From an optimization exercise on the open Yosys and OpenROAD flow, aimed at small area, a short achievable clock period and few clock cycles per item; shortcuts taken in it are not production practice.
In this exercise RTL edits were held to simulation tests only and were not proved equivalent to the original.
No activity file was given, so power comes from the tool's default toggle rates.

===== flow/design.v =====
package sbs_pkg;
  localparam int MaxSigLen  = 48;
  localparam int SigRegs    = 6;
  localparam int SigRegW    = 64;
  localparam int LenBits    = 6;
  localparam int OffsetBits = 32;
  localparam int CfgIdxW    = 3;
endpackage
import sbs_pkg::*;
module sbs_cfg (
  input  logic                                clk_i,
  input  logic                                rst_ni,
  input  logic                                cfg_we_i,
  input  logic [sbs_pkg::CfgIdxW-1:0]         cfg_index_i,
  input  logic [sbs_pkg::SigRegW-1:0]         cfg_data_i,
  output logic [sbs_pkg::MaxSigLen-1:0][7:0]  sig_o,      
  output logic [sbs_pkg::MaxSigLen-1:0]       wild_o,     
  output logic [5:0]                          lm1_hi_o,   
  output logic [7:0]                          lm1_lo_o    
);
  logic [SigRegs-1:0][SigRegW-1:0] sig_q;
  logic [MaxSigLen-1:0]            wild_q;
  logic                            init_q;     
  logic [SigRegW-1:0]              wdata;
  logic [5:0]                      lm1_hi_q;
  logic [7:0]                      lm1_lo_q;
  logic [LenBits-1:0]              lm1_d;
  always_comb begin
    if (cfg_data_i[LenBits-1:0] == '0) begin
      lm1_d = 6'd0;
    end else if (cfg_data_i[LenBits-1:0] > 6'd48) begin
      lm1_d = 6'd47;
    end else begin
      lm1_d = cfg_data_i[LenBits-1:0] - 6'd1;
    end
  end
  assign wdata = init_q ? '0 : cfg_data_i;
  always_ff @(posedge clk_i) begin
    for (int r = 0; r < SigRegs; r++) begin
      if (init_q || (cfg_we_i && cfg_index_i == 3'(r))) sig_q[r] <= wdata;
    end
    if (init_q || (cfg_we_i && cfg_index_i == 3'd6)) wild_q <= wdata[MaxSigLen-1:0];
  end
  always_ff @(posedge clk_i or negedge rst_ni) begin
    if (!rst_ni) begin
      init_q    <= 1'b1;
      lm1_hi_q  <= 6'b000001;
      lm1_lo_q  <= 8'b00000001;
    end else begin
      init_q <= 1'b0;
      if (cfg_we_i && cfg_index_i == 3'd7) begin
        lm1_hi_q <= 6'b000001 << lm1_d[5:3];
        lm1_lo_q <= 8'b00000001 << lm1_d[2:0];
      end
    end
  end
  assign sig_o    = sig_q;
  assign wild_o   = wild_q;
  assign lm1_hi_o = lm1_hi_q;
  assign lm1_lo_o = lm1_lo_q;
endmodule
import sbs_pkg::*;
module sbs_match (
  input  logic                                clk_i,
  input  logic                                rst_ni,
  input  logic                                step_i,      
  input  logic [7:0]                          byte_i,
  input  logic                                last_i,
  input  logic [sbs_pkg::MaxSigLen-1:0][7:0]  sig_i,
  input  logic [sbs_pkg::MaxSigLen-1:0]       wild_i,
  input  logic [5:0]                          lm1_hi_i,    
  input  logic [7:0]                          lm1_lo_i,    
  output logic                                end_o        
);
  logic [MaxSigLen-1:0]  st_q, st_d, pos_ok;
  logic [5:0]            grp_end;       
  logic                  first_q;       
  always_comb begin
    for (int j = 0; j < MaxSigLen; j++) begin
      pos_ok[j] = wild_i[j] || (byte_i == sig_i[j]);
    end
    st_d[0] = pos_ok[0];
    for (int j = 1; j < MaxSigLen; j++) begin
      st_d[j] = pos_ok[j] && st_q[j-1] && !first_q;
    end
  end
  always_ff @(posedge clk_i) begin
    if (step_i) begin
      st_q <= st_d;
    end
  end
  always_ff @(posedge clk_i or negedge rst_ni) begin
    if (!rst_ni) begin
      first_q <= 1'b1;
    end else if (step_i) begin
      first_q <= last_i;
    end
  end
  always_comb begin
    for (int h = 0; h < 6; h++) begin
      grp_end[h] = lm1_hi_i[h] && |(st_q[8*h +: 8] & lm1_lo_i);
    end
  end
  assign end_o = |grp_end;
endmodule
module wildcard_byte_signature_scanner (
  input  logic                           clk_i,
  input  logic                           rst_ni,
  input  logic                           cfg_we_i,
  input  logic [sbs_pkg::CfgIdxW-1:0]    cfg_index_i,
  input  logic [sbs_pkg::SigRegW-1:0]    cfg_data_i,
  input  logic                           in_valid_i,
  output logic                           in_stall_o,
  input  logic [7:0]                     data_byte_i,
  input  logic                           region_last_i,
  output logic                           out_valid_o,
  input  logic                           out_stall_i,
  output logic                           found_o,
  output logic [sbs_pkg::OffsetBits-1:0] match_offset_o
);
  logic [sbs_pkg::MaxSigLen-1:0][7:0] sig;
  logic [sbs_pkg::MaxSigLen-1:0]      wild;
  logic [5:0]                         lm1_hi;
  logic [7:0]                         lm1_lo;
  logic        take;           
  logic        in_valid_q;     
  logic [7:0]  byte_q;
  logic        last_a_q;
  logic        step;           
  logic        held_q;         
  logic        last_q;         
  logic        reported_q;     
  logic        eval;           
  logic        match_end;
  logic        hit;
  logic        produce;
  logic        stall_q;
  logic        in_valid_d;
  logic        held_d;
  logic        out_valid_d;
  logic        out_valid_q;
  logic        found_q;
  assign take = in_valid_i && !stall_q;
  assign eval = held_q && !out_valid_q;
  assign step = in_valid_q && (!held_q || eval);
  sbs_cfg u_cfg (
    .clk_i       (clk_i),
    .rst_ni      (rst_ni),
    .cfg_we_i    (cfg_we_i),
    .cfg_index_i (cfg_index_i),
    .cfg_data_i  (cfg_data_i),
    .sig_o       (sig),
    .wild_o      (wild),
    .lm1_hi_o    (lm1_hi),
    .lm1_lo_o    (lm1_lo)
  );
  sbs_match u_match (
    .clk_i    (clk_i),
    .rst_ni   (rst_ni),
    .step_i   (step),
    .byte_i   (byte_q),
    .last_i   (last_a_q),
    .sig_i    (sig),
    .wild_i   (wild),
    .lm1_hi_i (lm1_hi),
    .lm1_lo_i (lm1_lo),
    .end_o    (match_end)
  );
  logic [31:0] ofs_init;       
  logic [31:0] ofs_sat;        
  logic        sat_next;       
  logic        first_c_q;      
  logic        sat_q;          
  logic [31:0] ofs_q;
  logic        lo_ok, hi_ok;
  always_comb begin
    ofs_init = '0;
    for (int l = 1; l < 8; l++) if (lm1_lo[l]) ofs_init[2:0] = ofs_init[2:0] | 3'(8 - l);
    for (int h = 0; h < 6; h++) begin
      if (lm1_hi[h]) ofs_init[5:3] = ofs_init[5:3] | (lm1_lo[0] ? 3'((8 - h) % 8) : 3'(7 - h));
    end
    ofs_init[31:6] = {26{!(lm1_hi[0] && lm1_lo[0])}};
    ofs_sat = {26'h3ffffff, 6'd0};
    for (int l = 0; l < 8; l++) if (lm1_lo[l]) ofs_sat[2:0] = ofs_sat[2:0] | 3'((14 - l) % 8);
    for (int h = 0; h < 6; h++) begin
      if (lm1_hi[h]) ofs_sat[5:3] = ofs_sat[5:3] | (lm1_lo[7] ? 3'(6 - h) : 3'(7 - h));
    end
    lo_ok = 1'b0;
    for (int l = 0; l < 8; l++) begin
      if (lm1_lo[l] && ofs_q[2:0] == 3'((13 - l) % 8)) lo_ok = 1'b1;
    end
    hi_ok = 1'b0;
    for (int h = 0; h < 6; h++) begin
      if (lm1_hi[h] && ofs_q[5:3] == ((lm1_lo[6] || lm1_lo[7]) ? 3'(6 - h) : 3'(7 - h))) hi_ok = 1'b1;
    end
    sat_next = (&ofs_q[31:6]) && lo_ok && hi_ok;
  end
  always_ff @(posedge clk_i) begin
    if (eval) begin
      if (last_q && !hit) begin
        ofs_q <= 32'd0;
      end else if (first_c_q) begin
        ofs_q <= ofs_init;
      end else if (sat_q) begin
        ofs_q <= ofs_sat;
      end else begin
        ofs_q <= ofs_q + 32'd1;
      end
      sat_q <= !first_c_q && (sat_q || sat_next);
    end
  end
  assign hit         = match_end && !reported_q;
  assign produce     = hit || (last_q && !reported_q);
  assign in_valid_d  = take || (in_valid_q && !step);
  assign held_d      = step || (held_q && !eval);
  assign out_valid_d = eval ? produce : (out_valid_q && out_stall_i);
  always_ff @(posedge clk_i or negedge rst_ni) begin
    if (!rst_ni) begin
      in_valid_q  <= 1'b0;
      held_q      <= 1'b0;
      first_c_q   <= 1'b1;
      reported_q  <= 1'b0;
      out_valid_q <= 1'b0;
      stall_q     <= 1'b0;
    end else begin
      in_valid_q  <= in_valid_d;
      held_q      <= held_d;
      out_valid_q <= out_valid_d;
      stall_q     <= in_valid_d && held_d && out_valid_d;
      if (eval) begin
        first_c_q  <= last_q;
        reported_q <= !last_q && (reported_q || hit);
      end
    end
  end
  always_ff @(posedge clk_i) begin
    if (!stall_q) begin
      byte_q   <= data_byte_i;
      last_a_q <= region_last_i;
    end
    if (step) begin
      last_q <= last_a_q;
    end
    if (eval) begin
      found_q <= hit;
    end
  end
  assign in_stall_o     = stall_q;
  assign out_valid_o    = out_valid_q;
  assign found_o        = found_q;
  assign match_offset_o = ofs_q;
endmodule

===== flow/flow/run.sh =====
#!/bin/bash
set -euo pipefail
export BUFFER_PORTS_ARGS="-buffer_cell sky130_fd_sc_hd__buf_2"
export CTS_ARGS="-sink_clustering_enable -repair_clock_nets -dont_use_dummy_load -sink_clustering_size 20 -sink_clustering_max_diameter 100"
bash standard.sh > standard_flow.log 2>&1

===== flow/standard.sh =====
#!/bin/bash
# synth_recipe.tcl (not shown) runs the flow's synth.tcl, then flattens the netlist and writes it again
# the make line also repeats each setting of config.mk as NAME=value (left out here)
make -C /OpenROAD-flow-scripts/flow DESIGN_CONFIG=/design/flow/config.mk WORK_HOME=/design/flow/orfs CLKGATE_MAP_FILE= SYNTH_SCRIPT=/design/flow/synth_recipe.tcl "${@:-finish}"

===== flow/config.mk =====
export PLATFORM = sky130hd
export DESIGN_NAME = wildcard_byte_signature_scanner
export DESIGN_NICKNAME = wildcard_byte_signature_scanner
export VERILOG_FILES = /design/flow/design.v
export SDC_FILE = /design/flow/constraint.sdc
export NUM_CORES = 4
export LEC_CHECK = 0
export ABC_CLOCK_PERIOD_IN_PS = 2500
export CAP_MARGIN = 30
export CORE_MARGIN = 2
export CORE_UTILIZATION = 60
export CTS_CLUSTER_DIAMETER = 80
export CTS_CLUSTER_SIZE = 30
export SETUP_SLACK_MARGIN = 3.3
export SLEW_MARGIN = 25

===== flow/constraint.sdc =====
create_clock -name core_clock -period 5.5 [get_ports {clk_i}]
set_input_delay 1.1000 -clock core_clock [delete_from_list [all_inputs] [get_ports {clk_i}]]
set_output_delay 1.1000 -clock core_clock [all_outputs]
set_load 0.01 [all_outputs]

==> results of run 1 <==
==> worst paths after layout <==
| kind | from | end | cells after the start |
|---|---|---|---|
| min in group core_clock | last_a_q | last_q | 0 |
| max in group asynchronous | rst_ni | u_cfg.lm1_lo_q[7] | 1 |
| max | ofs_q[29] | match_offset_o[29] | 1 |
| max reg2reg | ofs_q[15] | ofs_q[31] | 7 |
| min reg2reg | last_a_q | last_q | 0 |
| min | rst_ni | stall_q | 1 |
==> logic make-up (layout without fill, tap and decap cells) <==
| kind of cell | after synthesis | count (layout) |
|---|---|---|
| and+or+nand+nor | 372 | 372 |
| buffers and inverters | 115 | 255 |
| muxes | 19 | 19 |
| xor gates and xnor gates | 404 | 404 |
| DFF | 546 | 546 |
| AOI/OAI and AO/OA | 165 | 168 |
| other | 1 | 1 |
| adders and majority gates | 9 | 9 |
==> timing repair <==
item / in CTS / in global routing
endpoints found under the setup margin: 533 / 285
pin swaps: 2 / 3
hold buffers: 0 / 0
resized for setup: 33 / 43
setup buffers: 46 / 12
cloned: 1 / 3
==> cells in the final DEF (no fill, tap or decap), types with 6 or more instances in the layout <==
master	netlist	final
ha_1	8	8
nor2_1	34	32
a21oi_1	72	68
dfrtp_1	17	9
nor4_1	106	92
nor3b_1	49	48
dfrtp_2	0	7
nor2b_1	63	61
nand4_1	9	9
buf_2	33	114
a22oi_1	25	24
edfxtp_1	524	524
nor4_2	0	13
xor2_1	383	383
mux2i_1	15	15
nand2b_1	6	6
clkbuf_16	0	32
or3_1	11	10
nor3_1	15	12
buf_4	5	65
xnor2_1	21	21
inv_1	23	23
o31ai_1	8	8
nand2_1	43	42
buf_12	0	7
o21ai_0	11	11
nand3_1	14	11
==> layer usage <==
metal / track usage (%) / share of wire (%)
met1: 40.22 / 42
met2: 46.04 / 49
met5: 0 / 0
met3: 2.844 / 6.3
met4: 8.368 / 2.8
==> state kept, by name (all words and copies together), names as in the netlist, 6 cells and up <==
register        count
ofs_q              32
byte_q              8
u_cfg.sig_q       384
u_cfg.wild_q       48
u_match.st_q       48
u_cfg.lm1_lo_q      8
u_cfg.lm1_hi_q      6
==> where the power goes <==
part / total (mW) / leakage [nW] / internal, mW / switching (mW)
combinational: 3.07 / 3.95 / 1.25 / 1.82
clock: 2.23 / 0.382 / 0.995 / 1.23
sequential: 5.78 / 5.67 / 5.30 / 0.475
total: 11.1 / 10.0 / 7.55 / 3.53
==> through the flow <==
step / area [µm²] / instances / utilization, % / setup slack, ns / hold slack [ns]
global placement: 24980 / 2194 / 63.17 / 2.731 / 0.4856
global route: 26800 / 2299 / 67.77 / 3.154 / 0.4714
finish: 26800 / 2299 / 67.77 / 3.191 / 0.4566
floorplan: 24020 / 1631 / - / 2.978 / 0.4204
detailed placement: 25110 / 2201 / 63.50 / 2.707 / 0.4911
CTS: 26390 / 2279 / 66.74 / 3.150 / 0.4490
==> cell usage after synthesis (6+ instances only) <==
library cell  number  area share [%]
nand4_1            9            0.24
nor3b_1           49             1.5
xnor2_1           21            0.77
xor2_1           383              14
nor4_1           106             2.8
ha_1               8            0.42
a21oi_1           72             1.5
a22oi_1           25            0.78
o31ai_1            8            0.25
nor2b_1           63             1.6
dfrtp_1           17             1.8
nand2b_1           6            0.16
nor3_1            15            0.31
nor2_1            34            0.53
or4_1              7            0.22
nand3_1           14            0.29
nand2_1           43            0.67
inv_1             23            0.36
edfxtp_1         524              66
clkbuf_1          49            0.77
buf_2             33            0.69
or3_1             11            0.29
o21ai_0           11            0.23
mux2i_1           15            0.63
==> cell type report <==
type | instances | share of cell area [%]
inverters | 23 | 0.3221
repair buffers | 201 | 5.471
well taps | 525 | 2.451
flip-flops and latches | 546 | 60.84
multi-input cells | 973 | 28.02
clock buffers | 31 | 2.894
==> flow_summary_export.csv, run 1 <==
group,metric,value,unit
clock_tree,cts_made_buffers,31,
critical_path,worst_ep_required_time,4.40,ns
critical_path,rrSetupSlack,3.33,ns
critical_path,crit_fanout,4,
die,ios,116,
power,p_leak,10.01,nW
layout,final_layout_size_suffix_gt1_share,17.31,%
drt,first_pass_iters,5,
power,finalPower,11.08,mW
timing,fin_skew,0.02258,ns
global_route,antenna_found_initial,0,
timing,drv_slew,0,
die,die_w,203.7,µm
die,rows,73,
layout,area_growth,12.07,%
die,initial_core_util,60.48,%
logic_synthesis,synth-xor-area-share,14.79,%
global_route,grtUsageTotal,28.07,%
status,outcome,"no timing/DRC/antenna violations",
logic_synthesis,synth_simple_gate_area_share,9.176,%
global_route,grt_pass1_vias,13380,
critical_path,endpoint_kind,"output port",
clock_tree,cts_sinks,546,
critical_path,arrival,1.21,ns
layout,diodes,0,
critical_path,worst-setup-path-type,"flip-flop to output port",
drt,drt_first_iter_violations,1220,
die,dieHeight,203.7,µm
logic_synthesis,synthesis.area,0.02392,mm²
power,p_per_area,413.3,mW/mm²
drt,wl_per_cell,25.68,µm
logic_synthesis,synth_seq_cells,546,
placed_design,dpl.hpwl,36000,µm
logic_synthesis,muxShareOfSynthArea,0.8161,%
clock_tree,cts-root-buf,"clkbuf_16",
clock_tree,clk_latency,0.58,ns
timing,slew_headroom,33.49,%
logic_synthesis,synth-async-reset-ratio,4.029,%
logic_synthesis,synthCells,1631,
timing,tns,0,ns
die,core,0.03955,mm²
logic_synthesis,synthAdderAreaFrac,0.4603,%
logic_synthesis,yosysSeqAreaShare,68.12,%
timing,fmax,433.1,MHz
layout,seq_area,0.01631,mm²
placed_design,portBuffers,115,
clock_tree,h-tree-depth,1,
clock_tree,clk_pin_slew,0.09,ns
critical_path,crit_family,"flip-flops",
critical_path,cp.buffers_inverters,1,
logic_synthesis,ys_warn_count,3,
drt,viasPerCell,6.007,
logic_synthesis,synth_edf_count,524,
drt,detail-route-antenna-nets,0,
drt,drcViolationCount,0,
critical_path,crit_chain,"buf_2",
job,drv_cap,0,
timing,rsz0062_at_grt,"yes",
logic_synthesis,synth_fp_nets,1720,
logic_synthesis,synth_ff_type,"edfxtp_1",
logic_synthesis,syn_area_per_cell,14.66,µm²
logic_synthesis,yosysUniqueCellTypes,61,
timing,period_minus_slack,2.309,ns
placed_design,place_congestion,0.8836,
timing,final_hold_viol_count,0,
power,ir_drop,0.2713,mV
timing,tightest_slew,0.9956,ns
global_route,overflow,0,
hold_path,holdCritPathClass,"primary input to asynchronous set/reset pin",
timing,fin_crit_sh,41.98,%
global_route,grt_max_degree,65,
critical_path,cp_slowest_stage_delay,0.45,ns
clock_tree,cts_tree,"built",
drt,via_count,13810,
clock_tree,clock_path_buffers,3,
layout,fillers,2767,
timing,setup_viol,0,
layout,nets,1865,
logic_synthesis,synth_top_family_by_area,"XOR/XNOR gates",
critical_path,crit_path_start_kind,"flip-flop",
global_route,grt_pass1_wl,85710,µm
die,dieArea,0.04148,mm²
drt,totalWireLength,59030,µm
logic_synthesis,synth-compound-area-share,4.562,%
layout,multi_input_area,0.007511,mm²
critical_path,cp_slowest_cell,"edfxtp_1",
Testbench counts, summed over its fixed seeds: cycles 52,290, bytes 52,011.
==> run 2, diff against run 1 <==
--- a/flow/config.mk
+++ b/flow/config.mk
@@ -7,5 +7,5 @@
 export LEC_CHECK = 0
 export ABC_CLOCK_PERIOD_IN_PS = 2500
-export CAP_MARGIN = 30
+export CAP_MARGIN = 50
 export CORE_MARGIN = 2
 export CORE_UTILIZATION = 60
@@ -13,3 +13,3 @@
 export CTS_CLUSTER_SIZE = 30
 export SETUP_SLACK_MARGIN = 3.3
-export SLEW_MARGIN = 25
+export SLEW_MARGIN = 50
==> flow_summary_export.csv, run 2 <==
group,metric,value,unit
placed_design,dpl.hpwl,36890,µm
layout,fillers,2734,
placed_design,portBuffers,115,
critical_path,cp.buffers_inverters,1,
die,dieArea,0.04148,mm²
critical_path,arrival,1.20,ns
drt,wl_per_cell,25.46,µm
critical_path,crit_fanout,4,
global_route,antenna_found_initial,0,
critical_path,endpoint_kind,"output port",
timing,tns,0,ns
critical_path,cp_slowest_stage_delay,0.44,ns
power,ir_drop,0.2754,mV
layout,largest_reg_flops,384,
layout,final_cell_mix,"524 x edfxtp_1, 383 x xor2_1, 113 x buf_2, 92 x nor4_1, 70 x a21oi_1",
layout,nets,1866,
clock_tree,clk_latency,0.61,ns
timing,worst_hold_slack,0.4465,ns
placed_design,placed_cells,2210,
logic_synthesis,syn_area_per_cell,14.66,µm²
drt,first_pass_iters,5,
die,ios,116,
layout,final_common_cell,"edfxtp_1",
critical_path,worst_ep_required_time,4.40,ns
layout,utilization,68.20,%
die,core,0.03955,mm²
clock_tree,clock_path_buffers,3,
status,outcome,"no timing/DRC/antenna violations",
layout,diodes,0,
clock_tree,cts-root-buf,"clkbuf_16",
layout,area_growth,12.77,%
layout,largest-register,"u_cfg.sig_q",
critical_path,crit_chain,"buf_2",
timing,drv_slew,0,
drt,detail-route-antenna-nets,0,
logic_synthesis,synth-async-reset-ratio,4.029,%
clock_tree,cts_made_buffers,31,
placed_design,place_congestion,0.8836,
layout,final_layout_size_suffix_gt1_share,18.76,%
global_route,grt_max_degree,51,
logic_synthesis,synth_fp_nets,1720,
clock_tree,clk_pin_slew,0.08,ns
timing,setup_ws,3.203,ns
timing,fin_crit_sh,41.76,%
clock_tree,cts_tree,"built",
logic_synthesis,synth_edf_count,524,
global_route,grtUsageTotal,28.34,%
global_route,grt_pass1_vias,13610,
global_route,grt_pass1_wl,86500,µm
placed_design,dp_slack,2.799,ns
timing,final_hold_viol_count,0,
power,p_per_area,411.2,mW/mm²
timing,period_minus_slack,2.297,ns
drt,drt_first_iter_violations,1198,
drt,viasPerCell,6.068,
die,dieHeight,203.7,µm
logic_synthesis,yosysSeqAreaShare,68.12,%
hold_path,holdCritPathClass,"primary input to asynchronous set/reset pin",
die,initial_core_util,60.48,%
critical_path,crit_path_start_kind,"flip-flop",
layout,top_regs,"u_cfg.sig_q: 384 flops, u_cfg.wild_q: 48 flops, u_match.st_q: 48 flops",
placed_design,place_area,0.02542,mm²
critical_path,crit_family,"flip-flops",
layout,instances_no_fill,2300,
timing,setup_viol,0,
logic_synthesis,synthTopCellsByCount,"524 x edfxtp_1, 383 x xor2_1, 106 x nor4_1",
drt,via_count,13960,
timing,slew_headroom,51.38,%
timing,tightest_slew,0.7277,ns
logic_synthesis,synthesis.area,0.02392,mm²
power,p_leak,10.09,nW
clock_tree,h-tree-depth,1,
timing,fmax,435.3,MHz
drt,drcViolationCount,0,
layout,fin_area,0.02697,mm²
logic_synthesis,synth_most_common_cell,"edfxtp_1",
logic_synthesis,yosysUniqueCellTypes,61,
die,die_w,203.7,µm
logic_synthesis,synth_top_area_share,65.79,%
drt,totalWireLength,58550,µm
clock_tree,cts_sinks,546,
die,rows,73,
critical_path,cp_slowest_cell,"edfxtp_1",
logic_synthesis,synth_ff_type,"edfxtp_1",
global_route,overflow,0,
critical_path,worst-setup-path-type,"flip-flop to output port",
logic_synthesis,yosys.area.top_type,"edfxtp_1",
logic_synthesis,ys_warn_count,3,
job,drv_cap,0,
power,finalPower,11.09,mW
timing,rsz0062_at_grt,"yes",
timing,fin_skew,0.02696,ns
logic_synthesis,synthTopCellsByArea,"edfxtp_1 66%, xor2_1 14%, nor4_1 2.8%, dfrtp_1 1.8%, nor2b_1 1.6%",
logic_synthesis,synthCells,1631,
logic_synthesis,synth_seq_cells,546,
run 2: final timing paths:
check / startpoint / end / slack [ns] / cells past startpoint
setup / recovery: ofs_q[11] / match_offset_o[11] / 3.20 / 1
hold / removal: rst_ni / in_valid_q / 0.45 / 1
setup reg to reg: ofs_q[10] / ofs_q[31] / 3.27 / 6
hold reg to reg: last_a_q / last_q / 0.51 / 0
max in group asynchronous: rst_ni / u_cfg.lm1_lo_q[7] / 4.65 / 1
min in group core_clock: last_a_q / last_q / 0.51 / 0
run 2: area by class of cell:
type,count,area (µm²),share of cell area (%)
clock buffer,31,775.7,2.876
inverter,23,86.33,0.3201
multi-input combinational,973,7564,28.04
sequential,546,16310,60.48
tap,525,656.9,2.435
timing repair buffer,202,1578,5.849
run 2: report_power, final:
part           total [mW]  switching, mW  internal (mW)
clock                2.23           1.24          0.994
sequential           5.78          0.476           5.30
combinational        3.08           1.82           1.26
run 2: cell families after synthesis:
| kind of cell | share of synthesized area [%] |
|---|---|
| compound gates | 4.562 |
| xor+xnor | 14.79 |
| fa+ha+maj | 0.4604 |
| buf+inv | 2.061 |
| flops | 68.12 |
| mux | 0.8160 |
| other cells | 0.01568 |
| simple gates | 9.176 |
run 2: routing by layer:
layer / wire length [µm] / track usage (%) / vias to the layer above
met2: 28840 / 46.98 / 509
li1: - / - / 6270
met1: 24500 / 39.96 / 7080
met5: 0 / 0 / -
met3: 3724 / 3.563 / 98
met4: 1479 / 7.716 / 0
run 2: timing repair:
action,CTS,global route
endpoints found under the setup margin,123,76
hold buffers,0,0
gates cloned,1,2
pin swaps,2,3
setup buffers,43,12
resized for setup,28,29
==> run 3, diff against run 2 <==
==> flow/flow/run.sh (replaced) <==
#!/bin/bash
set -euo pipefail
export BUFFER_PORTS_ARGS="-buffer_cell sky130_fd_sc_hd__buf_2"
export CTS_ARGS="-sink_clustering_enable -repair_clock_nets -dont_use_dummy_load -sink_clustering_size 30 -sink_clustering_max_diameter 80"
bash standard.sh > standard_flow.log 2>&1
--- a/flow/config.mk
+++ b/flow/config.mk
@@ -7,5 +7,5 @@
 export LEC_CHECK = 0
 export ABC_CLOCK_PERIOD_IN_PS = 2500
-export CAP_MARGIN = 50
+export CAP_MARGIN = 30
 export CORE_MARGIN = 2
 export CORE_UTILIZATION = 60
@@ -13,3 +13,3 @@
 export CTS_CLUSTER_SIZE = 30
 export SETUP_SLACK_MARGIN = 3.3
-export SLEW_MARGIN = 50
+export SLEW_MARGIN = 25
==> flow_summary_export.csv, run 3 <==
group,metric,value,unit
layout,fillers,2775,
logic_synthesis,synth_top_area_share,65.79,%
die,dieHeight,203.7,µm
clock_tree,clk_latency,0.61,ns
drt,detail-route-antenna-nets,0,
placed_design,placed_cells,2201,
logic_synthesis,synth_ff_type,"edfxtp_1",
drt,drcViolationCount,0,
job,drv_cap,0,
logic_synthesis,synthCells,1631,
clock_tree,h-tree-depth,1,
clock_tree,cts_sinks,546,
logic_synthesis,yosysSeqAreaShare,68.12,%
timing,slew_headroom,30.25,%
die,dieArea,0.04148,mm²
layout,final_cell_mix,"524 x edfxtp_1, 383 x xor2_1, 115 x buf_2, 91 x nor4_1, 68 x a21oi_1",
critical_path,cp.buffers_inverters,1,
power,p_per_area,410.6,mW/mm²
layout,instances_no_fill,2296,
global_route,grt_max_degree,65,
drt,wl_met3,3655,µm
global_route,grt_pass1_wl,85730,µm
critical_path,crit_fanout,4,
critical_path,crit_chain,"buf_2",
timing,final_hold_viol_count,0,
clock_tree,cts-root-buf,"clkbuf_16",
timing,tightest_slew,1.044,ns
die,initial_core_util,60.48,%
critical_path,worst-setup-path-type,"flip-flop to output port",
critical_path,cp_num_cells,1,
power,finalPower,10.96,mW
global_route,grt_pass1_vias,13400,
timing,period_minus_slack,2.320,ns
clock_tree,cts_tree,"built",
layout,utilization,67.50,%
logic_synthesis,synth_fp_nets,1720,
drt,totalWireLength,60230,µm
logic_synthesis,synthesis.area,0.02392,mm²
critical_path,crit_path_start_kind,"flip-flop",
layout,area_growth,11.62,%
clock_tree,cts_made_buffers,28,
layout,largest-register,"u_cfg.sig_q",
placed_design,dpl.hpwl,36000,µm
drt,wl_met2,29380,µm
layout,final_layout_size_suffix_gt1_share,16.66,%
timing,fin_crit_sh,42.19,%
timing,fmax,431.0,MHz
placed_design,place_area,0.02511,mm²
logic_synthesis,synth_edf_count,524,
die,rows,73,
timing,tns,0,ns
logic_synthesis,synthTopCellsByArea,"edfxtp_1 66%, xor2_1 14%, nor4_1 2.8%, dfrtp_1 1.8%, nor2b_1 1.6%",
drt,wl_per_cell,26.23,µm
power,p_leak,9.973,nW
logic_synthesis,yosysUniqueCellTypes,61,
logic_synthesis,synthTopCellsByCount,"524 x edfxtp_1, 383 x xor2_1, 106 x nor4_1",
critical_path,crit_family,"flip-flops",
die,ios,116,
die,core,0.03955,mm²
power,ir_drop,0.2611,mV
drt,via_count,14010,
layout,final_common_cell,"edfxtp_1",
global_route,overflow,0,
die,die_w,203.7,µm
global_route,grtUsageTotal,28.09,%
drt,wl_met1,25460,µm
critical_path,ff2ff_path_depth,6,
drt,viasPerCell,6.102,
clock_tree,clock_path_buffers,3,
logic_synthesis,synth_seq_cells,546,
clock_tree,cts_hold_buf,0,
critical_path,cp_slowest_cell,"edfxtp_1",
placed_design,place_congestion,0.8836,
timing,rsz0062_at_grt,"yes",
layout,nets,1862,
placed_design,portBuffers,115,
timing,drv_slew,0,
status,outcome,"no timing/DRC/antenna violations",
logic_synthesis,syn_area_per_cell,14.66,µm²
timing,fin_skew,0.05720,ns
layout,top_regs,"u_cfg.sig_q: 384 flops, u_cfg.wild_q: 48 flops, u_match.st_q: 48 flops",
logic_synthesis,yosys.area.top_type,"edfxtp_1",
critical_path,cp_slowest_stage_delay,0.46,ns
clock_tree,clk_pin_slew,0.10,ns
drt,first_pass_iters,5,
layout,fin_area,0.02670,mm²
drt,drt_first_iter_violations,1192,
hold_path,holdCritPathClass,"primary input to asynchronous set/reset pin",
logic_synthesis,synth_most_common_cell,"edfxtp_1",
drt,top_layer,"met4",
timing,setup_viol,0,
layout,diodes,0,
critical_path,endpoint_kind,"output port",
critical_path,arrival,1.22,ns
logic_synthesis,ys_warn_count,3,
layout,largest_reg_flops,384,
global_route,antenna_found_initial,0,
critical_path,worst_ep_required_time,4.40,ns
logic_synthesis,synth-async-reset-ratio,4.029,%
[run 3: cell count changes in the layout (fill, tap and decap cells not counted), sizes merged]
cell / before / now
buf: 199 / 193
a21bo: 4 / 3
a41o: 3 / 5
clkbuf: 34 / 33
a21o: 3 / 4
a31o: 4 / 5
[run 3: metal layers]
metal	track usage [%]	vias to the layer above
met1	40.12	7119
li1	-	6274
met2	46.28	527
met5	0	-
met3	3.036	91
met4	7.899	0
[run 3: kinds of logic after synthesis]
| group | count (synthesis) | share of synthesized area (%) |
|---|---|---|
| DFF | 546 | 68.12 |
| xor gates and xnor gates | 404 | 14.79 |
| and+or+nand+nor | 372 | 9.176 |
| AOI/OAI and AO/OA | 165 | 4.562 |
| buffers and inverters | 115 | 2.061 |
| muxes | 19 | 0.8160 |
| adders and majority gates | 9 | 0.4604 |
| other | 1 | 0.01568 |
[run 3: final timing paths]
| kind | start | to | slack, ns |
|---|---|---|---|
| max | ofs_q[10] | match_offset_o[10] | 3.18 |
| min | rst_ni | held_q | 0.46 |
| max reg2reg | ofs_q[8] | ofs_q[31] | 3.24 |
| min reg2reg | last_a_q | last_q | 0.51 |
| max in group asynchronous | rst_ni | u_cfg.lm1_lo_q[7] | 4.63 |
| min in group core_clock | last_a_q | last_q | 0.51 |
[run 3: cell type report]
type	count	area, µm²	area share [%]
sequential	546	16310	61.09
multi-input combinational	976	7503	28.11
timing repair buffer	198	1441	5.399
clock buffer	28	700.7	2.625
tap	525	656.9	2.461
inverter	23	86.33	0.3234
[run 3: through the flow]
step	setup slack [ns]	hold slack, ns
finish	3.180	0.4601
detailed placement	2.707	0.4911
global route	3.147	0.4865
CTS	3.174	0.4657
floorplan	2.978	0.4204
global placement	2.731	0.4856
[run 3: report_power, final]
part	internal [mW]	total, mW	switching, mW
Clock	0.905	2.13	1.23
Combinational	1.23	3.04	1.81
Sequential	5.30	5.79	0.483
[run 3: repair_timing]
item | CTS | global route
resized for setup | 34 | 35
setup endpoints to repair | 476 | 274
gates cloned | 1 | 6
pin swaps | 2 | 6
setup buffers | 43 | 12
==> run 4, diff against run 3 <==
==> flow/flow/run.sh (replaced) <==
#!/bin/bash
set -euo pipefail
export BUFFER_PORTS_ARGS="-buffer_cell sky130_fd_sc_hd__buf_2"
export CTS_ARGS="-sink_clustering_enable -repair_clock_nets -dont_use_dummy_load -sink_clustering_size 40 -sink_clustering_max_diameter 60"
bash standard.sh > standard_flow.log 2>&1
--- a/flow/config.mk
+++ b/flow/config.mk
@@ -12,4 +12,4 @@
 export CTS_CLUSTER_DIAMETER = 80
 export CTS_CLUSTER_SIZE = 30
-export SETUP_SLACK_MARGIN = 3.3
+export SETUP_SLACK_MARGIN = 3.5
 export SLEW_MARGIN = 25
==> flow_summary_export.csv, run 4 <==
group,metric,value,unit
drt,first_pass_iters,6,
power,switchingPower,3.913,mW
clock_tree,cts_made_buffers,37,
layout,final_layout_size_suffix_gt1_share,27.65,%
placed_design,portBuffers,115,
global_route,antenna_found_initial,0,
critical_path,rrSetupSlack,3.24,ns
logic_synthesis,synth_top_area_share,65.79,%
clock_tree,clk_latency,0.57,ns
power,pwr-share-seq,48.7,%
die,ios,116,
drt,drcViolationCount,0,
critical_path,cp_slowest_stage_delay,0.46,ns
power,p_leak,10.63,nW
logic_synthesis,synth_ff_type,"edfxtp_1",
clock_tree,h-tree-depth,2,
drt,viasPerCell,6.354,
die,rows,73,
logic_synthesis,yosysSeqAreaShare,68.12,%
logic_synthesis,syn_area_per_cell,14.66,µm²
drt,detail-route-antenna-nets,0,
critical_path,arrival,1.19,ns
timing,slew_headroom,23.75,%
critical_path,crit_chain,"buf_2",
hold_path,holdCritPathClass,"flip-flop to flip-flop",
global_route,overflow,0,
timing,tightest_slew,1.141,ns
logic_synthesis,synthCells,1631,
drt,via_count,15040,
clock_tree,cts_hold_buf,0,
logic_synthesis,synthTopCellsByArea,"edfxtp_1 66%, xor2_1 14%, nor4_1 2.8%, dfrtp_1 1.8%, nor2b_1 1.6%",
logic_synthesis,synthesis.area,0.02392,mm²
logic_synthesis,synth_fp_nets,1720,
layout,fillers,2592,
timing,fmax,437.3,MHz
die,core,0.03955,mm²
logic_synthesis,synth-async-reset-ratio,4.029,%
critical_path,cp_slowest_cell,"edfxtp_1",
timing,drv_slew,0,
clock_tree,clock_path_buffers,3,
timing,final_hold_viol_count,0,
timing,fin_crit_sh,41.58,%
timing,worst_hold_slack,0.4761,ns
die,initial_core_util,60.48,%
layout,largest-register,"u_cfg.sig_q",
placed_design,place_area,0.02516,mm²
die,dieArea,0.04148,mm²
critical_path,ff2ff_path_depth,6,
logic_synthesis,yosys.area.top_type,"edfxtp_1",
power,combinationalPowerShare,30.5,%
critical_path,worst-setup-path-type,"flip-flop to output port",
logic_synthesis,synth_edf_count,524,
clock_tree,clk_pin_slew,0.07,ns
timing,period_minus_slack,2.287,ns
layout,final_cell_mix,"524 x edfxtp_1, 383 x xor2_1, 107 x buf_2, 88 x buf_4, 54 x nor2b_1",
hold_path,holdPathStages,0,
layout,area_growth,19.46,%
critical_path,crit_path_start_kind,"flip-flop",
drt,totalWireLength,67560,µm
logic_synthesis,yosysUniqueCellTypes,61,
logic_synthesis,synthTopCellsByCount,"524 x edfxtp_1, 383 x xor2_1, 106 x nor4_1",
critical_path,crit_family,"flip-flops",
placed_design,dpl.hpwl,35200,µm
status,outcome,"no timing/DRC/antenna violations",
global_route,grt_pass1_wl,92770,µm
power,finalPower,11.92,mW
critical_path,endpoint_kind,"output port",
timing,fin_skew,0.04479,ns
timing,setup_ws,3.213,ns
timing,tns,0,ns
power,p_per_area,417.3,mW/mm²
power,swShare,32.82,%
power,ir_drop,0.2610,mV
drt,wl_per_cell,28.54,µm
hold_path,hp-start,"last_a_q",
job,drv_cap,0,
timing,setup_viol,0,
die,die_w,203.7,µm
critical_path,worst_ep_required_time,4.40,ns
layout,final_common_cell,"edfxtp_1",
critical_path,crit_fanout,3,
placed_design,dp_slack,2.563,ns
critical_path,cp.buffers_inverters,1,
hold_path,hold_end,"last_q",
clock_tree,cts-root-buf,"clkbuf_16",
drt,drt_first_iter_violations,1740,
layout,fin_area,0.02857,mm²
layout,nets,1932,
power,p_clk_share,20.8,%
logic_synthesis,ys_warn_count,3,
global_route,grt_max_degree,51,
power,intPower,8.009,mW
clock_tree,cts_tree,"built",
logic_synthesis,synth_seq_cells,546,
placed_design,place_congestion,0.8885,
critical_path,r2r_start,"ofs_q[12]",
global_route,grtUsageTotal,31.06,%
layout,largest_reg_flops,384,
global_route,grt_pass1_vias,14130,
clock_tree,cts_sinks,546,
die,dieHeight,203.7,µm
critical_path,reg2reg_to,"ofs_q[31]",
layout,top_regs,"u_cfg.sig_q: 384 flops, u_cfg.wild_q: 48 flops, u_match.st_q: 48 flops",
timing,rsz0062_at_grt,"yes",
logic_synthesis,synth_most_common_cell,"edfxtp_1",
run 4: cell families (layout without fill, tap and decap cells):
logic type	Yosys count	after routing	synth area share, %
flops	546	546	68.12
xor+xnor	404	404	14.79
simple gates	372	373	9.176
compound gates	165	188	4.562
buf+inv	115	301	2.061
mux	19	19	0.8160
fa+ha+maj	9	9	0.4604
other cells	1	2	0.01568
run 4: final cells by class:
class	count	area (µm²)	share of cell area, %
Antenna cell	1	2.502	0.008758
Clock buffer	37	925.9	3.240
Inverter	23	106.4	0.3722
Multi-Input combinational cell	994	8543	29.90
Sequential cell	546	16310	57.07
Tap cell	525	656.9	2.299
Timing Repair Buffer	241	2032	7.112
run 4: stage by stage:
| step | instances | utilization, % |
|---|---|---|
| 2_1_floorplan | 1631 | - |
| 3_3_place_gp | 2199 | 63.47 |
| 3_5_place_dp | 2201 | 63.61 |
| 4_1_cts | 2319 | 69.30 |
| 5_1_grt | 2366 | 72.24 |
| 6_report | 2367 | 72.25 |
run 4: timing repair:
item                                    in CTS  in global routing
buffers inserted                            61                 36
pin swaps                                   17                 63
cloned                                      20                 11
endpoints found under the setup margin     790                372
resized for setup                          120                141
run 4: layer usage:
| layer | GRT usage [%] | wire length, µm |
|---|---|---|
| met5 | 0 | 0 |
| met4 | 9.802 | 2527 |
| met3 | 4.394 | 5901 |
| met2 | 51.93 | 32870 |
| met1 | 42.48 | 26250 |
run 4: worst max-delay path by stage:
stage / from / end / slack, ns / depth (start not counted)
6_report: ofs_q[12] / match_offset_o[12] / 3.21 / 1
5_1_grt: ofs_q[12] / match_offset_o[12] / 3.19 / 1
4_1_cts: ofs_q[13] / match_offset_o[13] / 3.20 / 1
3_5_place_dp: cfg_index_i[1] / u_cfg.lm1_hi_q[3] / 2.56 / 5
3_3_place_gp: cfg_index_i[1] / u_cfg.lm1_hi_q[2] / 2.62 / 5
2_1_floorplan: cfg_data_i[1] / u_cfg.lm1_hi_q[1] / 2.98 / 5
run 4: power by group through the flow:
stage | combinational (mW) | clock, mW | sequential (mW)
floorplan | 1.82 | 0 | 5.73
CTS | 3.16 | 2.50 | 5.75
detailed placement | 2.47 | 0 | 5.97
global placement | 2.42 | 0 | 5.96
finish | 3.63 | 2.49 | 5.80
global route | 3.87 | 2.62 | 5.84
==> run 5, diff against run 4 <==
--- a/flow/config.mk
+++ b/flow/config.mk
@@ -12,4 +12,4 @@
 export CTS_CLUSTER_DIAMETER = 80
 export CTS_CLUSTER_SIZE = 30
-export SETUP_SLACK_MARGIN = 3.5
+export SETUP_SLACK_MARGIN = 3.15
 export SLEW_MARGIN = 25
==> flow_summary_export.csv, run 5 <==
group,metric,value,unit
power,p_leak,9.843,nW
power,ir_drop,0.2776,mV
placed_design,place_area,0.02507,mm²
global_route,busiest_layer,"met2",
logic_synthesis,yosysUniqueCellTypes,61,
timing,fin_crit_sh,42.74,%
logic_synthesis,synth_edf_count,524,
logic_synthesis,yosysSeqAreaShare,68.12,%
critical_path,crit_chain,"buf_2 > inv_1 > a41o_4 > buf_4",
layout,final_cell_mix,"524 x edfxtp_1, 383 x xor2_1, 115 x buf_2, 101 x nor4_1, 72 x a21oi_1",
clock_tree,cts_hold_buf,0,
die,dieArea,0.04148,mm²
global_route,grtUsageTotal,29.41,%
global_route,grt_pass1_vias,13380,
timing,drv_slew,0,
layout,diodes,0,
die,ios,116,
critical_path,arrival,2.57,ns
critical_path,cp_slowest_stage_delay,0.54,ns
critical_path,worst_ep_required_time,5.72,ns
logic_synthesis,synth-async-reset-ratio,4.029,%
logic_synthesis,synthesis.area,0.02392,mm²
timing,tightest_slew,1.058,ns
placed_design,place_congestion,0.8720,
hold_path,holdCritPathClass,"flip-flop to flip-flop",
drt,viasPerCell,6.185,
drt,drcViolationCount,0,
die,core,0.03955,mm²
clock_tree,clock_path_buffers,3,
logic_synthesis,synthTopCellsByArea,"edfxtp_1 66%, xor2_1 14%, nor4_1 2.8%, dfrtp_1 1.8%, nor2b_1 1.6%",
global_route,groute.layer.met3.usage,4.027,%
global_route,grt_use_met2,48.83,%
power,p_clk_share,22.6,%
timing,setup_viol,0,
drt,drt_first_iter_violations,1277,
clock_tree,cts-root-buf,"clkbuf_16",
clock_tree,clk_latency,0.58,ns
logic_synthesis,synth_top_area_share,65.79,%
power,p_per_area,417.5,mW/mm²
critical_path,crit_fanout,25,
global_route,use_met1,41.87,%
critical_path,worst-setup-path-type,"primary input to flip-flop",
global_route,antenna_found_initial,0,
placed_design,portBuffers,115,
layout,largest_reg_flops,384,
timing,fin_skew,0.04989,ns
logic_synthesis,yosys.area.top_type,"edfxtp_1",
critical_path,cp.buffers_inverters,3,
timing,fmax,425.4,MHz
power,combinationalPowerShare,24.6,%
die,dieHeight,203.7,µm
logic_synthesis,syn_area_per_cell,14.66,µm²
critical_path,crit_path_start_kind,"primary input",
die,initial_core_util,60.48,%
critical_path,cp_slowest_cell,"a41o_4",
logic_synthesis,ys_warn_count,3,
drt,detail-route-antenna-nets,0,
timing,tns,0,ns
drt,wl_per_cell,26.66,µm
logic_synthesis,synth_most_common_cell,"edfxtp_1",
power,pwr-share-seq,52.8,%
clock_tree,clk_pin_slew,0.07,ns
clock_tree,cts_made_buffers,37,
die,die_w,203.7,µm
global_route,grt_max_degree,51,
drt,totalWireLength,60440,µm
critical_path,crit_family,"buffers and inverters",
global_route,overflow,0,
die,rows,73,
clock_tree,cts_sinks,546,
layout,area_growth,10.46,%
layout,final_common_cell,"edfxtp_1",
layout,nets,1833,
layout,largest-register,"u_cfg.sig_q",
logic_synthesis,synth_seq_cells,546,
logic_synthesis,synth_fp_nets,1720,
layout,fin_area,0.02642,mm²
timing,slew_headroom,29.31,%
drt,first_pass_iters,6,
critical_path,endpoint_kind,"flip-flop",
status,outcome,"no timing/DRC/antenna violations",
logic_synthesis,synth_ff_type,"edfxtp_1",
global_route,grt_pass1_wl,87900,µm
timing,period_minus_slack,2.351,ns
power,intPower,7.550,mW
power,swShare,31.56,%
logic_synthesis,synthTopCellsByCount,"524 x edfxtp_1, 383 x xor2_1, 106 x nor4_1",
clock_tree,cts_tree,"built",
job,drv_cap,0,
layout,top_regs,"u_cfg.sig_q: 384 flops, u_cfg.wild_q: 48 flops, u_match.st_q: 48 flops",
timing,rsz0062_at_grt,"yes",
clock_tree,h-tree-depth,2,
layout,final_layout_size_suffix_gt1_share,14.12,%
power,switchingPower,3.481,mW
drt,via_count,14020,
timing,final_hold_viol_count,0,
placed_design,dpl.hpwl,35610,µm
logic_synthesis,synthCells,1631,
==> run 5: logic make-up after synthesis <==
kind of cell	synth area share, %
adder cells (fa/ha/maj)	0.4604
multiplexers	0.8160
AND/OR/NAND/NOR	9.176
flip-flops	68.12
XOR/XNOR	14.79
AO/OA/AOI/OAI	4.562
buffers and inverters	2.061
other	0.01568
==> run 5: path summary, 6_finish.rpt <==
kind,startpoint,end,slack (ns),depth (start not counted)
hold reg to reg,last_a_q,last_q,0.50,0
hold / removal,last_a_q,last_q,0.50,0
setup reg to reg,u_cfg.lm1_lo_q[0],ofs_q[0],3.16,6
min in group asynchronous,rst_ni,stall_q,0.51,1
max in group asynchronous,rst_ni,u_cfg.lm1_lo_q[7],4.59,1
setup / recovery,cfg_index_i[0],u_cfg.wild_q[37],3.15,4
==> run 5: layout make-up <==
type	count	area (µm²)
sequential	546	16300
timing repair buffer	159	1033
fill	2817	13130
clock buffer	37	925.9
multi-input combinational	977	7412
inverter	23	86.33
tap	525	656.9
==> run 5: through the flow <==
step | power [mW] | hold WS, ns | cells | setup slack (ns) | utilization, %
floorplan | 7.521 | 0.4204 | 1631 | 2.848 | -
global placement | 8.352 | 0.4777 | 2200 | 2.457 | 63.30
detailed placement | 8.425 | 0.4867 | 2202 | 2.385 | 63.39
CTS | 10.98 | 0.4989 | 2259 | 3.063 | 66.38
global route | 11.49 | 0.5228 | 2267 | 3.095 | 66.80
finish | 11.03 | 0.5039 | 2267 | 3.149 | 66.80
==> run 5: per-layer routing <==
layer / wire (µm) / vias up
li1: - / 6221
met5: 0 / -
met3: 3697 / 79
met2: 29470 / 485
met1: 26050 / 7236
met4: 1216 / 0
==> run 5: what timing repair did <==
action                                  4_1_cts  5_1_grt
cloned                                        6        1
endpoints found under the setup margin      436      155
pin swaps                                     3        1
buffers inserted                             14        5
resized for setup                            15       23
==> run 5: power by group through the flow <==
| stage | logic, mW | clock network, mW | registers, mW |
|---|---|---|---|
| 6_report | 2.71 | 2.49 | 5.83 |
| 5_1_grt | 2.96 | 2.65 | 5.89 |
| 3_3_place_gp | 2.42 | 0 | 5.94 |
| 2_1_floorplan | 1.80 | 0 | 5.72 |
| 3_5_place_dp | 2.47 | 0 | 5.95 |
| 4_1_cts | 2.65 | 2.52 | 5.82 |
==> run 6, diff against run 5 <==
--- a/flow/config.mk
+++ b/flow/config.mk
@@ -9,7 +9,7 @@
 export CAP_MARGIN = 30
 export CORE_MARGIN = 2
-export CORE_UTILIZATION = 60
+export CORE_UTILIZATION = 50
 export CTS_CLUSTER_DIAMETER = 80
 export CTS_CLUSTER_SIZE = 30
-export SETUP_SLACK_MARGIN = 3.15
+export SETUP_SLACK_MARGIN = 3.3
 export SLEW_MARGIN = 25
==> flow_summary_export.csv, run 6 <==
group,metric,value,unit
status,outcome,"no timing/DRC/antenna violations",
layout,largest_reg_flops,384,
hold_path,holdCritPathClass,"primary input to asynchronous set/reset pin",
global_route,grtUsageTotal,24.83,%
critical_path,cp_slowest_stage_delay,0.45,ns
logic_synthesis,synthesis.area,0.02392,mm²
critical_path,rrSetupSlack,3.29,ns
global_route,grt_pass1_vias,13460,
layout,nets,1893,
job,drv_cap,0,
critical_path,cp_num_cells,1,
layout,fillers,3783,
global_route,overflow,0,
critical_path,r2r_start,"u_cfg.lm1_lo_q[3]",
timing,slew_headroom,28.37,%
logic_synthesis,syn_area_per_cell,14.66,µm²
layout,top_regs,"u_cfg.sig_q: 384 flops, u_cfg.wild_q: 48 flops, u_match.st_q: 48 flops",
layout,seq_area,0.01631,mm²
global_route,grt_max_degree,65,
die,rows,80,
drt,drt_first_iter_violations,1616,
die,initial_core_util,50.41,%
drt,drcViolationCount,0,
critical_path,worst-setup-path-type,"flip-flop to output port",
critical_path,crit_path_start_kind,"flip-flop",
timing,fin_crit_sh,41.20,%
drt,via_count,14230,
clock_tree,clk_latency,0.59,ns
global_route,antenna_found_initial,3,
clock_tree,clock_path_buffers,3,
clock_tree,cts_sinks,546,
timing,final_hold_viol_count,0,
timing,tightest_slew,1.072,ns
timing,setup_ws,3.234,ns
critical_path,crit_family,"flip-flops",
critical_path,worst_ep_required_time,4.40,ns
layout,largest-register,"u_cfg.sig_q",
logic_synthesis,synthCells,1631,
layout,final_common_cell,"edfxtp_1",
clock_tree,cts-root-buf,"clkbuf_16",
logic_synthesis,ys_warn_count,3,
critical_path,crit_fanout,5,
critical_path,arrival,1.17,ns
placed_design,dp_slack,2.581,ns
critical_path,cp-startpoint,"ofs_q[7]",
power,p_per_area,421.5,mW/mm²
layout,area_growth,14.03,%
timing,tns,0,ns
placed_design,place_congestion,0.8451,
logic_synthesis,yosys.area.top_type,"edfxtp_1",
clock_tree,cts_tree,"built",
drt,first_pass_iters,5,
die,dieArea,0.04960,mm²
drt,detail-route-antenna-nets,0,
critical_path,crit_path_end,"match_offset_o[7]",
die,core,0.04745,mm²
critical_path,reg2reg_to,"ofs_q[26]",
clock_tree,h-tree-depth,2,
timing,rsz0062_at_grt,"yes",
logic_synthesis,synthTopCellsByArea,"edfxtp_1 66%, xor2_1 14%, nor4_1 2.8%, dfrtp_1 1.8%, nor2b_1 1.6%",
die,dieHeight,222.7,µm
critical_path,endpoint_kind,"output port",
logic_synthesis,yosysSeqAreaShare,68.12,%
timing,fmax,441.3,MHz
layout,final_layout_size_suffix_gt1_share,18.26,%
timing,drv_slew,0,
logic_synthesis,synth_top_area_share,65.79,%
drt,viasPerCell,5.886,
critical_path,crit_chain,"buf_2",
clock_tree,clk_pin_slew,0.06,ns
logic_synthesis,synthTopCellsByCount,"524 x edfxtp_1, 383 x xor2_1, 106 x nor4_1",
global_route,grt_pass1_wl,89430,µm
drt,wl_per_cell,26.63,µm
power,p_leak,10.20,nW
logic_synthesis,synth_edf_count,524,
logic_synthesis,synth-async-reset-ratio,4.029,%
logic_synthesis,synth_most_common_cell,"edfxtp_1",
placed_design,dpl.hpwl,37180,µm
timing,fin_skew,0.05707,ns
die,die_w,222.7,µm
critical_path,ff2ff_path_depth,5,
placed_design,portBuffers,115,
critical_path,cp_slowest_cell,"edfxtp_1",
clock_tree,cts_made_buffers,38,
timing,setup_viol,0,
drt,totalWireLength,64390,µm
logic_synthesis,synth_fp_nets,1720,
logic_synthesis,synth_ff_type,"edfxtp_1",
die,ios,116,
critical_path,cp.buffers_inverters,1,
power,ir_drop,0.2019,mV
logic_synthesis,synth_seq_cells,546,
logic_synthesis,yosysUniqueCellTypes,61,
timing,period_minus_slack,2.266,ns
layout,final_cell_mix,"524 x edfxtp_1, 383 x xor2_1, 114 x buf_2, 97 x nor4_1, 80 x buf_4",
layout,multi_input_area,0.007591,mm²
run 6: cell types whose count changed in the layout (fill, tap and decap cells not counted), sizes merged:
cell	change
buf	+55
a21bo	+2
clkbuf	+2
a41o	+1
diode	+1
run 6: through the flow:
step | hold slack (ns) | cells | instance area, µm² | power (mW) | utilization, %
after floorplan | 0.4204 | 1631 | 24020 | 7.525 | -
after global placement | 0.4750 | 2289 | 25150 | 8.450 | 53.00
after detailed placement | 0.4724 | 2292 | 25190 | 8.489 | 53.08
after CTS | 0.4950 | 2379 | 26710 | 11.32 | 56.29
after global routing | 0.5065 | 2417 | 27270 | 11.98 | 57.48
final | 0.5019 | 2418 | 27270 | 11.50 | 57.48
run 6: layout make-up:
class                           count  share of cell area, %
Timing Repair Buffer              215                  5.734
Multi-Input combinational cell    980                  27.83
Clock buffer                       38                  3.487
Sequential cell                   546                  59.80
Inverter                           23                 0.3165
Tap cell                          615                  2.821
Antenna cell                        1               0.009175
run 6: how the worst min path moves through the flow:
stage / startpoint / to / slack [ns] / cells past startpoint
after floorplan: last_a_q / last_q / 0.42 / 0
after global routing: last_a_q / last_q / 0.51 / 0
after CTS: rst_ni / held_q / 0.49 / 1
after detailed placement: last_a_q / last_q / 0.47 / 0
after global placement: last_a_q / last_q / 0.47 / 0
final: rst_ni / held_q / 0.50 / 1
run 6: logic make-up after synthesis:
group	Yosys count	share of synthesized area (%)
buf+inv	115	2.061
flops	546	68.12
mux	19	0.8160
fa+ha+maj	9	0.4604
compound gates	165	4.562
xor+xnor	404	14.79
other cells	1	0.01568
simple gates	372	9.176
run 6: repair_timing:
item,in CTS,in global routing
resized for setup,41,39
hold buffers,0,0
setup endpoints to repair,765,298
buffers inserted,46,25
gates cloned,3,8
pin swaps,4,9
run 6: layer usage:
layer / vias up / global-route usage (%) / wire length, µm
met5: - / 0 / 0
met4: 0 / 6.690 / 1433
met3: 73 / 4.443 / 4590
met2: 512 / 40.93 / 31270
met1: 7295 / 34.16 / 27100
li1: 6352 / - / -
run 6: where the power goes:
| group | switching, mW | internal [mW] |
|---|---|---|
| clock network | 1.31 | 1.23 |
| registers | 0.458 | 5.31 |
| logic | 1.92 | 1.27 |
==> run 7, diff against run 6 <==
--- a/flow/config.mk
+++ b/flow/config.mk
@@ -7,9 +7,9 @@
 export LEC_CHECK = 0
 export ABC_CLOCK_PERIOD_IN_PS = 2500
-export CAP_MARGIN = 30
+export CAP_MARGIN = 50
 export CORE_MARGIN = 2
-export CORE_UTILIZATION = 50
+export CORE_UTILIZATION = 60
 export CTS_CLUSTER_DIAMETER = 80
 export CTS_CLUSTER_SIZE = 30
 export SETUP_SLACK_MARGIN = 3.3
-export SLEW_MARGIN = 25
+export SLEW_MARGIN = 50
==> flow_summary_export.csv, run 7 <==
group,metric,value,unit
status,outcome,"no timing/DRC/antenna violations",
logic_synthesis,synthesis.area,0.02392,mm²
power,pwr-share-seq,51.0,%
clock_tree,cts_made_buffers,38,
placed_design,placed_cells,2210,
layout,fin_area,0.02708,mm²
logic_synthesis,yosys.area.top_type,"edfxtp_1",
timing,tightest_slew,0.7725,ns
logic_synthesis,yosysSeqAreaShare,68.12,%
layout,largest_reg_flops,384,
drt,via_count,13970,
logic_synthesis,synthTopCellsByArea,"edfxtp_1 66%, xor2_1 14%, nor4_1 2.8%, dfrtp_1 1.8%, nor2b_1 1.6%",
placed_design,place_congestion,0.8836,
drt,first_pass_iters,6,
placed_design,place_area,0.02542,mm²
layout,final_cell_mix,"524 x edfxtp_1, 383 x xor2_1, 113 x buf_2, 94 x nor4_1, 69 x a21oi_1",
global_route,overflow,0,
power,combinationalPowerShare,26.9,%
timing,setup_viol,0,
power,switchingPower,3.574,mW
die,ios,116,
timing,fin_skew,0.04265,ns
clock_tree,cts-root-buf,"clkbuf_16",
die,rows,73,
layout,largest-register,"u_cfg.sig_q",
critical_path,endpoint_kind,"flip-flop",
timing,fmax,441.7,MHz
power,swShare,31.49,%
die,core,0.03955,mm²
power,p_leak,10.15,nW
layout,final_common_cell,"edfxtp_1",
clock_tree,cts_sinks,546,
critical_path,crit_fanout,4,
die,die_w,203.7,µm
layout,top_regs,"u_cfg.sig_q: 384 flops, u_cfg.wild_q: 48 flops, u_match.st_q: 48 flops",
drt,detail-route-antenna-nets,0,
drt,drcViolationCount,0,
logic_synthesis,ys_warn_count,3,
global_route,grt_max_degree,51,
drt,wl_per_cell,25.51,µm
logic_synthesis,syn_area_per_cell,14.66,µm²
critical_path,crit_path_start_kind,"flip-flop",
die,initial_core_util,60.48,%
die,dieArea,0.04148,mm²
critical_path,arrival,2.56,ns
layout,instances_no_fill,2304,
logic_synthesis,synth-async-reset-ratio,4.029,%
layout,final_layout_size_suffix_gt1_share,18.84,%
die,dieHeight,203.7,µm
job,drv_cap,0,
drt,totalWireLength,58770,µm
placed_design,dpl.hpwl,36890,µm
hold_path,holdCritPathClass,"primary input to asynchronous set/reset pin",
global_route,grtUsageTotal,28.71,%
layout,nets,1869,
clock_tree,h-tree-depth,2,
logic_synthesis,yosysUniqueCellTypes,61,
global_route,grt_pass1_wl,86770,µm
placed_design,portBuffers,115,
layout,area_growth,13.24,%
logic_synthesis,synth_seq_cells,546,
timing,slew_headroom,48.40,%
logic_synthesis,synth_fp_nets,1720,
timing,fin_crit_sh,41.16,%
power,p_per_area,419.0,mW/mm²
global_route,grt_pass1_vias,13630,
logic_synthesis,synthCells,1631,
critical_path,worst-setup-path-type,"flip-flop to flip-flop",
timing,period_minus_slack,2.264,ns
logic_synthesis,synth_edf_count,524,
logic_synthesis,synth_top_area_share,65.79,%
power,p_clk_share,22.1,%
clock_tree,cts_tree,"built",
logic_synthesis,synth_most_common_cell,"edfxtp_1",
power,ir_drop,0.2566,mV
clock_tree,cts_hold_buf,0,
timing,tns,0,ns
timing,final_hold_viol_count,0,
global_route,antenna_found_initial,0,
drt,viasPerCell,6.061,
critical_path,worst_ep_required_time,5.79,ns
clock_tree,clock_path_buffers,3,
power,finalPower,11.35,mW
logic_synthesis,synth_ff_type,"edfxtp_1",
timing,rsz0062_at_grt,"yes",
layout,utilization,68.48,%
clock_tree,clk_latency,0.58,ns
drt,drt_first_iter_violations,1314,
power,intPower,7.775,mW
logic_synthesis,synthTopCellsByCount,"524 x edfxtp_1, 383 x xor2_1, 106 x nor4_1",
timing,drv_slew,0,
clock_tree,clk_pin_slew,0.07,ns
-- run 7: cell counts after synthesis --
Identical to the previous run, type by type.
-- run 7: cell families after synthesis --
kind of cell | synth area share [%]
compound gates | 4.562
xor+xnor | 14.79
fa+ha+maj | 0.4604
buf+inv | 2.061
flops | 68.12
mux | 0.8160
other cells | 0.01568
simple gates | 9.176
-- run 7: final cells by class --
class | instances | area, µm²
sequential | 546 | 16310
fill | 2728 | 12470
multi-input combinational | 973 | 7536
timing repair buffer | 198 | 1539
clock buffer | 38 | 950.9
tap | 525 | 656.9
inverter | 23 | 86.33
antenna | 1 | 2.502
-- run 7: worst paths after layout --
check	start	end	slack [ns]	depth (start not counted)
worst max-delay path	ofs_q[7]	ofs_q[31]	3.24	6
worst min-delay path	rst_ni	stall_q	0.52	1
worst max register to register	ofs_q[7]	ofs_q[31]	3.24	6
worst min register to register	last_a_q	last_q	0.53	0
max in group asynchronous	rst_ni	u_cfg.lm1_lo_q[7]	4.59	1
min in group core_clock	last_a_q	last_q	0.53	0
-- run 7: per-stage QoR --
| stage | worst slack [ns] | hold WS, ns |
|---|---|---|
| after floorplan | 2.978 | 0.4204 |
| after global placement | 2.731 | 0.4856 |
| after detailed placement | 2.799 | 0.4969 |
| after CTS | 3.202 | 0.5035 |
| after global routing | 3.177 | 0.5350 |
| final | 3.236 | 0.5186 |
-- run 7: per-layer routing --
metal | track usage [%] | routed length (µm) | up-vias
li1 | - | - | 6280
met1 | 39.86 | 24830 | 7097
met2 | 47.56 | 28790 | 490
met3 | 3.771 | 3515 | 98
met4 | 9.072 | 1636 | 0
met5 | 0 | 0 | -
-- run 7: power by group through the flow --
| stage | clock network [mW] | logic (mW) | registers [mW] |
|---|---|---|---|
| after floorplan | 0 | 1.80 | 5.72 |
| after global placement | 0 | 2.40 | 5.98 |
| after detailed placement | 0 | 2.50 | 5.99 |
| after CTS | 2.54 | 2.93 | 5.77 |
| after global routing | 2.68 | 3.31 | 5.85 |
| final | 2.51 | 3.05 | 5.79 |
-- run 7: worst max-delay path: stages (launching register included) --
cell	delay, ns
edfxtp_1	0.40
buf_4	0.17
nand4_4	0.13
or4_4	0.56
or4_1	0.52
mux2i_1	0.17
nor2_1	0.05
-- run 7: what timing repair did --
action | 4_1_cts | 5_1_grt
resized for setup | 23 | 30
setup buffers | 45 | 6
pin swaps | 2 | 3
cloned | 1 | 2
setup endpoints to repair | 116 | 77
==> run 8, diff against run 7 <==
--- a/flow/config.mk
+++ b/flow/config.mk
@@ -6,5 +6,5 @@
 export NUM_CORES = 4
 export LEC_CHECK = 0
-export ABC_CLOCK_PERIOD_IN_PS = 2500
+export ABC_CLOCK_PERIOD_IN_PS = 2000
 export CAP_MARGIN = 50
 export CORE_MARGIN = 2
==> flow_summary_export.csv, run 8 <==
group,metric,value,unit
logic_synthesis,ys_warn_count,3,
power,finalPower,11.35,mW
die,die_w,203.7,µm
power,pwr-share-seq,51.0,%
critical_path,reg2reg_to,"ofs_q[31]",
timing,period_minus_slack,2.264,ns
logic_synthesis,synth_ff_type,"edfxtp_1",
layout,final_common_cell,"edfxtp_1",
logic_synthesis,synth_seq_cells,546,
drt,drcViolationCount,0,
power,intPower,7.775,mW
power,p_leak,10.15,nW
timing,tightest_slew,0.7725,ns
status,outcome,"no timing/DRC/antenna violations",
placed_design,place_congestion,0.8836,
critical_path,arrival,2.56,ns
critical_path,rrSetupSlack,3.24,ns
timing,setup_viol,0,
drt,first_pass_iters,6,
global_route,grtUsageTotal,28.71,%
clock_tree,clock_path_buffers,3,
die,dieArea,0.04148,mm²
logic_synthesis,yosysUniqueCellTypes,61,
timing,fin_crit_sh,41.16,%
layout,final_layout_size_suffix_gt1_share,18.84,%
die,rows,73,
timing,fmax,441.7,MHz
layout,largest-register,"u_cfg.sig_q",
timing,drv_slew,0,
logic_synthesis,syn_area_per_cell,14.66,µm²
layout,nets,1869,
clock_tree,cts_tree,"built",
layout,largest_reg_flops,384,
drt,drt_first_iter_violations,1314,
logic_synthesis,synthTopCellsByArea,"edfxtp_1 66%, xor2_1 14%, nor4_1 2.8%, dfrtp_1 1.8%, nor2b_1 1.6%",
timing,worst_hold_slack,0.5186,ns
power,swShare,31.49,%
clock_tree,cts_hold_buf,0,
logic_synthesis,synthesis.area,0.02392,mm²
critical_path,endpoint_kind,"flip-flop",
logic_synthesis,synth_fp_nets,1720,
global_route,overflow,0,
power,combinationalPowerShare,26.9,%
logic_synthesis,yosysSeqAreaShare,68.12,%
die,ios,116,
power,p_clk_share,22.1,%
drt,viasPerCell,6.061,
power,p_per_area,419.0,mW/mm²
timing,fin_skew,0.04265,ns
critical_path,crit_fanout,4,
global_route,grt_pass1_vias,13630,
power,switchingPower,3.574,mW
clock_tree,h-tree-depth,2,
logic_synthesis,synthCells,1631,
timing,rsz0062_at_grt,"yes",
timing,final_hold_viol_count,0,
clock_tree,cts_sinks,546,
clock_tree,clk_pin_slew,0.07,ns
layout,final_cell_mix,"524 x edfxtp_1, 383 x xor2_1, 113 x buf_2, 94 x nor4_1, 69 x a21oi_1",
timing,tns,0,ns
placed_design,portBuffers,115,
global_route,antenna_found_initial,0,
clock_tree,cts-root-buf,"clkbuf_16",
drt,totalWireLength,58770,µm
layout,area_growth,13.24,%
logic_synthesis,yosys.area.top_type,"edfxtp_1",
layout,top_regs,"u_cfg.sig_q: 384 flops, u_cfg.wild_q: 48 flops, u_match.st_q: 48 flops",
job,drv_cap,0,
critical_path,worst-setup-path-type,"flip-flop to flip-flop",
critical_path,crit_path_start_kind,"flip-flop",
logic_synthesis,synth-async-reset-ratio,4.029,%
global_route,grt_pass1_wl,86770,µm
global_route,grt_max_degree,51,
critical_path,ff2ff_path_depth,6,
logic_synthesis,synthTopCellsByCount,"524 x edfxtp_1, 383 x xor2_1, 106 x nor4_1",
die,core,0.03955,mm²
drt,via_count,13970,
logic_synthesis,synth_edf_count,524,
clock_tree,clk_latency,0.58,ns
clock_tree,cts_made_buffers,38,
power,ir_drop,0.2566,mV
critical_path,worst_ep_required_time,5.79,ns
drt,detail-route-antenna-nets,0,
timing,slew_headroom,48.40,%
hold_path,holdCritPathClass,"primary input to asynchronous set/reset pin",
logic_synthesis,synth_most_common_cell,"edfxtp_1",
drt,wl_per_cell,25.51,µm
placed_design,dpl.hpwl,36890,µm
die,initial_core_util,60.48,%
logic_synthesis,synth_top_area_share,65.79,%
die,dieHeight,203.7,µm
critical_path,r2r_start,"ofs_q[7]",
[run 8: critical path, stage by stage (launching register included)]
cell      delay, ns
edfxtp_1       0.40
buf_4          0.17
nand4_4        0.13
or4_4          0.56
or4_1          0.52
mux2i_1        0.17
nor2_1         0.05
[run 8: per-stage QoR]
stage | instances | utilization (%) | setup WS (ns) | cell area (µm²)
floorplan | 1631 | - | 2.978 | 24020
global placement | 2194 | 63.17 | 2.731 | 24980
detailed placement | 2210 | 64.29 | 2.799 | 25420
CTS | 2294 | 67.83 | 3.202 | 26820
global route | 2303 | 68.47 | 3.177 | 27080
finish | 2304 | 68.48 | 3.236 | 27080
[run 8: cell families after synthesis]
logic type | Yosys count | share of synthesized area [%]
XOR/XNOR | 404 | 14.79
other | 1 | 0.01568
AND/OR/NAND/NOR | 372 | 9.176
buffers and inverters | 115 | 2.061
AO/OA/AOI/OAI | 165 | 4.562
adder cells (fa/ha/maj) | 9 | 0.4604
flip-flops | 546 | 68.12
multiplexers | 19 | 0.8160
[run 8: area by class of cell]
type                    instances  area [µm²]
flip-flops and latches        546       16310
inverters                      23       86.33
multi-input cells             973        7536
well taps                     525       656.9
diodes                          1       2.502
clock buffers                  38       950.9
repair buffers                198        1539
fillers                      2728       12470
[run 8: how the worst max path moves through the flow]
stage	startpoint	cells after the start	endpoint	slack, ns
2_1_floorplan	cfg_data_i[1]	5	u_cfg.lm1_hi_q[1]	2.98
3_3_place_gp	cfg_we_i	3	u_cfg.sig_q[251]	2.73
4_1_cts	ofs_q[11]	1	match_offset_o[11]	3.20
3_5_place_dp	cfg_data_i[0]	5	u_cfg.lm1_hi_q[4]	2.80
6_report	ofs_q[7]	6	ofs_q[31]	3.24
5_1_grt	ofs_q[7]	6	ofs_q[31]	3.18
[run 8: repair_timing]
item / 4_1_cts / 5_1_grt
setup endpoints to repair: 116 / 77
cloned: 1 / 2
buffers inserted: 45 / 6
pin swaps: 2 / 3
resized for setup: 23 / 30
[run 8: power groups by stage]
stage          Combinational, mW  Clock, mW  Sequential (mW)
3_3_place_gp                2.40          0             5.98
2_1_floorplan               1.80          0             5.72
3_5_place_dp                2.50          0             5.99
6_report                    3.05       2.51             5.79
4_1_cts                     2.93       2.54             5.77
5_1_grt                     3.31       2.68             5.85
[run 8: per-layer routing]
layer,vias to the layer above,part of all wire [%],track usage (%)
met5,-,0,0
met4,0,2.8,9.072
met3,98,6.0,3.771
met2,490,49,47.56
met1,7097,42,39.86
li1,6280,-,-

Check on run 8: ideal ports give 3.236 ns setup slack; a clkbuf_16 on the clock port and buf_2 on the inputs give 3.183 ns; moving port delays by the midpoint clock arrival (0.611 ns) as well gives 2.792 ns.
